What follows belongs to an exercise in optimizing a design on an open flow for small area; a production flow would make more cautious choices.
The RTL was checked by simulation tests, not by an equivalence proof against the original design.
No activity file was given, so power comes from the tool's default toggle rates.

## harbor
==> flow/design.v (excerpt) <==
module rms_current_meter #(
    parameter int ADC_WIDTH = rcm_pkg::ADC_WIDTH_DEFAULT
) (
    input  logic                             clk,
    input  logic                             rst_n,
    input  logic [rcm_pkg::IN_DATA_W-1:0]    s_axis_tdata,
    input  logic                             s_axis_tvalid,
    output logic                             s_axis_tready,
    output logic [rcm_pkg::RESULT_W-1:0]     m_axis_tdata,
    output logic                             m_axis_tvalid,
    input  logic                             m_axis_tready,
    input  logic                             cfg_we,
    input  logic [rcm_pkg::CFG_ADDR_W-1:0]   cfg_addr,
    input  logic [rcm_pkg::CFG_DATA_W-1:0]   cfg_data
);
For scale: ~790 cells after synthesis, about 230 flip-flops, ~80 I/O pins.
==> flow/config.mk <==
export PLATFORM = sky130hd
export DESIGN_NAME = rms_current_meter
export DESIGN_NICKNAME = rms_current_meter
export VERILOG_FILES = /design/flow/design.v
export SDC_FILE = /design/flow/constraint.sdc
export NUM_CORES = 4
export LEC_CHECK = 0
export ABC_AREA = 1
export CAP_MARGIN = 20
export CORE_MARGIN = 2
export CORE_UTILIZATION = 60
export SLEW_MARGIN = 20
==> flow/constraint.sdc <==
create_clock -name core_clock -period 11.0 [get_ports {clk}]
set_input_delay 2.2000 -clock core_clock [delete_from_list [all_inputs] [get_ports {clk}]]
set_output_delay 2.2000 -clock core_clock [all_outputs]
set_load 0.01 [all_outputs]
standard.sh (not shown) runs the stock make flow with config.mk's settings and CLKGATE_MAP_FILE= SYNTH_SCRIPT=/design/flow/synth_recipe.tcl, a recipe that flattens the netlist after the stock synthesis.
==> flow/flow/run.sh <==
#!/bin/bash
# The standard layout (bash standard.sh: the standard flow's synthesis script and the ORFS flow) with
# three changes passed to ORFS through its environment:
#  - synthesis maps logic with flow/abc_area.script (a deeper area-oriented ABC script);
#    ORFS's scripts are copied to scripts_area/ and only abc_area.script is replaced, so
#    every other step, and the flip-flop mapping, are the standard ones;
#  - ports are buffered with the smallest buffer, sky130_fd_sc_hd__buf_1;
#  - clock tree synthesis uses clkbuf_4 in clusters of at most 8 sinks, no dummy loads.
# Everything make prints goes to standard_make.log; ORFS keeps each step's log in orfs/logs.
set -euo pipefail
rm -rf scripts_area
cp -r "$FLOW_HOME/scripts" scripts_area
cp flow/abc_area.script scripts_area/abc_area.script
export SCRIPTS_DIR="$PWD/scripts_area"
export BUFFER_PORTS_ARGS="-buffer_cell sky130_fd_sc_hd__buf_1"
export CTS_ARGS="-sink_clustering_enable -sink_clustering_size 8 -sink_clustering_max_diameter 60 -repair_clock_nets -dont_use_dummy_load -buf_list sky130_fd_sc_hd__clkbuf_4"
bash standard.sh > standard_make.log 2>&1
==> flow/flow/abc_area.script <==
strash
&get -n
&deepsyn -T 90
&dch -f
&nf -R 1000
&put
topo
Edits applied to the flow inputs when going from harbor to onyx:
--- a/flow/design.v
+++ b/flow/design.v
@@ -81,24 +81,20 @@
     logic [3:0] state, state_n;
     logic [3:0] t;
     logic [5:0] k, k_n;
     logic       ofs_init, ofs_init_n;
     logic       acc_clr, acc_clr_n;
     logic       out_valid, out_valid_n;
-    logic       div_tail, div_tail_n;
-    logic       sq_tail0, sq_tail0_n, sq_tail1;
-    logic       sq_rd, sq_rd_n;
-    logic       sq_wr, sq_wr_n;
-    logic       cm_tail0, cm_tail0_n, cm_tail1;
+    logic       div_tail, sq_tail0, sq_tail1, sq_rd, sq_wr, cm_tail0, cm_tail1;
     logic [23:0] cal_reg;
     logic [11:0] win_reg;
     logic        cal_def, win_def;
     logic       s_neg, s_neg_n;           
     logic [1:0] mcur, mcur_n;             
     logic [1:0] mnext, mnext_n;           
-    logic       minit, minit_n;           
+    logic       minit;                    
     logic       rsign, rsign_n;           
     logic       sq_q, sq_q_n;             
     logic [2:0] r5, r5_n;                 
     logic       xcar, ybor, cyc;
     logic [3:0] mp;                       
     logic       mq;                       
@@ -177,12 +173,21 @@
     logic [3:0] qm, q0, qn, qr, zr, qo, krow;
     logic [5:0] qq;
     logic       br;
     always_comb
     begin
         tau    = k[3:0];
+        div_tail = (t == 4'd0) && (state == S_DIV) && (k != 6'd0);
+        sq_tail0 = (t == 4'd0) && (((state == S_SQRT) && (k != 6'd0)) || ((state == S_CMUL) && (k == 6'd0)));
+        sq_tail1 = (t == 4'd1) && (((state == S_SQRT) && (k != 6'd0)) || ((state == S_CMUL) && (k == 6'd0)));
+        cm_tail0 = (t == 4'd0) && (((state == S_CMUL) && (k != 6'd0)) || (state == S_WQ5));
+        cm_tail1 = (t == 4'd1) && (((state == S_CMUL) && (k != 6'd0)) || (state == S_WQ5));
+        sq_rd    = (state != S_SQRT) || (k >= 6'd22);
+        sq_wr    = (state != S_SQRT) || (k >= 6'd21);
+        minit    = ((state == S_MUL) && (k == 6'd0))
+                || ((state == S_CMUL) && (((t >= 4'd10) && (k == 6'd0)) || ((t <= 4'd1) && (k == 6'd1))));
         fc     = k[2:0] - 3'd4;
         m_upd  = (state == S_UPDP) || (state == S_UPDM);
         m_updm = (state == S_UPDM);
         m_mulw = (state == S_CMUL) && (t >= 4'd10);
         m_mul  = (state == S_MUL) || m_mulw || cm_tail0 || cm_tail1;
         m_acc  = (state == S_ACC);
@@ -343,21 +348,15 @@
     begin
         state_n     = state;
         k_n         = k;
         ofs_init_n  = ofs_init;
         acc_clr_n   = acc_clr;
         out_valid_n = out_valid;
-        div_tail_n  = 1'b0;
-        sq_tail0_n  = 1'b0;
-        sq_rd_n     = sq_rd;
-        sq_wr_n     = sq_wr;
-        cm_tail0_n  = 1'b0;
         s_neg_n     = s_neg;
         mcur_n      = mcur;
         mnext_n     = mnext;
-        minit_n     = minit;
         rsign_n     = rsign;
         sq_q_n      = sq_q;
         r5_n        = r5;
         o_in  = o[0];
         p_in  = p[0];
         a_in  = a[0];
@@ -374,13 +373,12 @@
             state_n = S_UPDM;
         if (state == S_UPDM && tm8 == 3'd7)
         begin
             ofs_init_n = 1'b0;
             state_n    = S_MUL;
             k_n        = '0;
-            minit_n    = 1'b1;
             mcur_n     = 2'b00;
         end
         if (m_mul)
             p_in = {sumn, xs[3:2]};
         if (state == S_MUL)
         begin
@@ -388,13 +386,12 @@
                 mnext_n = k[0] ? mrow[3:2] : mrow[1:0];
             if (tm8 == 3'd0 && k >= 6'd11)
                 d8_en = 1'b1;
             if (tm8 == 3'd7)
             begin
                 mcur_n  = mnext;
-                minit_n = 1'b0;
                 k_n     = k + 6'd1;
                 if (k == 6'd14)
                 begin
                     s_axis_tready = 1'b1;
                     state_n       = (t == 4'd15) ? S_ACC : S_WACC;
                 end
@@ -404,19 +401,17 @@
             state_n = S_ACC;
         if (state == S_CMUL)
         begin
             if (t == 4'd9)
             begin
                 mcur_n  = calx[{k[3:0], 1'b0} +: 2] & {2{!cal_def}};
-                minit_n = (k == 6'd0);
             end
             if (t == 4'd10 && k >= 6'd9)
                 d8_en = 1'b1;
             if (t == 4'd15)
             begin
-                cm_tail0_n = 1'b1;
                 k_n        = k + 6'd1;
                 if (k == 6'd12)
                 begin
                     state_n = S_WQ5;
                     k_n     = '0;
                 end
@@ -439,14 +434,12 @@
             end
         end
         if (div_tail)
             rsign_n = xs[1];
         if (m_div)
             p_in = xs[3:0];
-        if (m_divw && t == 4'd15)
-            div_tail_n = 1'b1;
         if (state == S_DIV)
         begin
             if (t <= 4'd12)
                 a_in = {a[0][2:0], (t == 4'd0) ? qbit : sh2[1]};
             if ((k == 6'd0 && t <= 4'd7) || k == 6'd52)
                 p_in = 4'h0;
@@ -474,15 +467,12 @@
             end
             else if (sc != 3'd6 || sq_wr)
                 a_in = root;
         end
         if (state == S_SQRT && t == 4'd15)
         begin
-            sq_tail0_n = 1'b1;
-            sq_rd_n    = (k >= 6'd21);
-            sq_wr_n    = (k >= 6'd20);
             k_n        = k + 6'd1;
             if (k == 6'd28)
             begin
                 state_n = S_CMUL;
                 k_n     = '0;
             end
@@ -571,23 +561,15 @@
         for (int i = 0; i < 15; i++)
             a[i] <= a[i + 1];
         a[15] <= a_in;
         if (d8_en)
             d8 <= {xs[1:0], d8[7:2]};
         k        <= k_n;
-        div_tail <= div_tail_n;
-        sq_tail0 <= sq_tail0_n;
-        sq_tail1 <= sq_tail0;
-        sq_rd    <= sq_rd_n;
-        sq_wr    <= sq_wr_n;
-        cm_tail0 <= cm_tail0_n;
-        cm_tail1 <= cm_tail0;
         s_neg <= s_neg_n;
         mcur  <= mcur_n;
         mnext <= mnext_n;
-        minit <= minit_n;
         rsign <= rsign_n;
         sq_q  <= sq_q_n;
         r5    <= r5_n;
         xcar  <= xs[4];
         cyc   <= cy[3];
         ybor  <= ys[4];
--- outcome ---
- onyx | status: complete | timing, DRC, antenna: pass
- Final-layout clock-cell area share for onyx is lower than for harbor.
- The worst setup slack of onyx was superior to that of harbor.
- Of the two candidates, harbor has the better wire length of the first global-routing pass and onyx the worse one.
- Worst-case hold slack: higher on harbor
- Looking at met1 layer usage reported by global route across harbor and onyx, the one that comes out lower is onyx.
- Overall routing resource usage: onyx vs harbor up 0.79 points
- For number of buffers created by CTS, dividing the value from harbor by the value from onyx gives 1.10.
- Cmp harbor and onyx / detailed-route wire length / higher: onyx
- Ratio of cells with drive above 1 in the final layout delta (harbor -> onyx): insignificant
- Compared with harbor, onyx improves post-route minimum period.
- Total power of onyx is lower than that of harbor.
- When onyx is measured against harbor, its placed wire-length estimate after detailed placement turns out 2.3% higher.
- On proportion of synthesized chip area in sequential cells: onyx sits below harbor.
- Synthesized area per cell: onyx vs harbor down 0.12 um^2

## re-timing with driven ports
How much do the figures lean on ideal ports? The routed layouts below were timed once more, with nothing changed but the port constraints. Step 1 sets driving cells, clkbuf_16 on the clock port and buf_2 on the other inputs (assumed; they add their load-dependent delay and slew). Step 2 also shifts input and output timing later by t, the mid clock arrival at the registers, as if the neighbouring blocks saw the same clock. Three values: ideal ports, drivers, drivers and shift; two values: the first two.
run | shift t [ns] | slack for setup (ns) | hold WS [ns]
harbor | 0.621 | 3.034 / 3.034 / 2.588 | 0.325 / 0.325 / 0.325
onyx | 0.679 | 3.345 / 3.345 / 2.838 | 0.321 / 0.321 / 0.321
After both steps setup and hold are still met in every run listed. The setup slack of onyx, which loses most, moves by 0.000 ns with the drivers and by -0.507 ns with both steps.
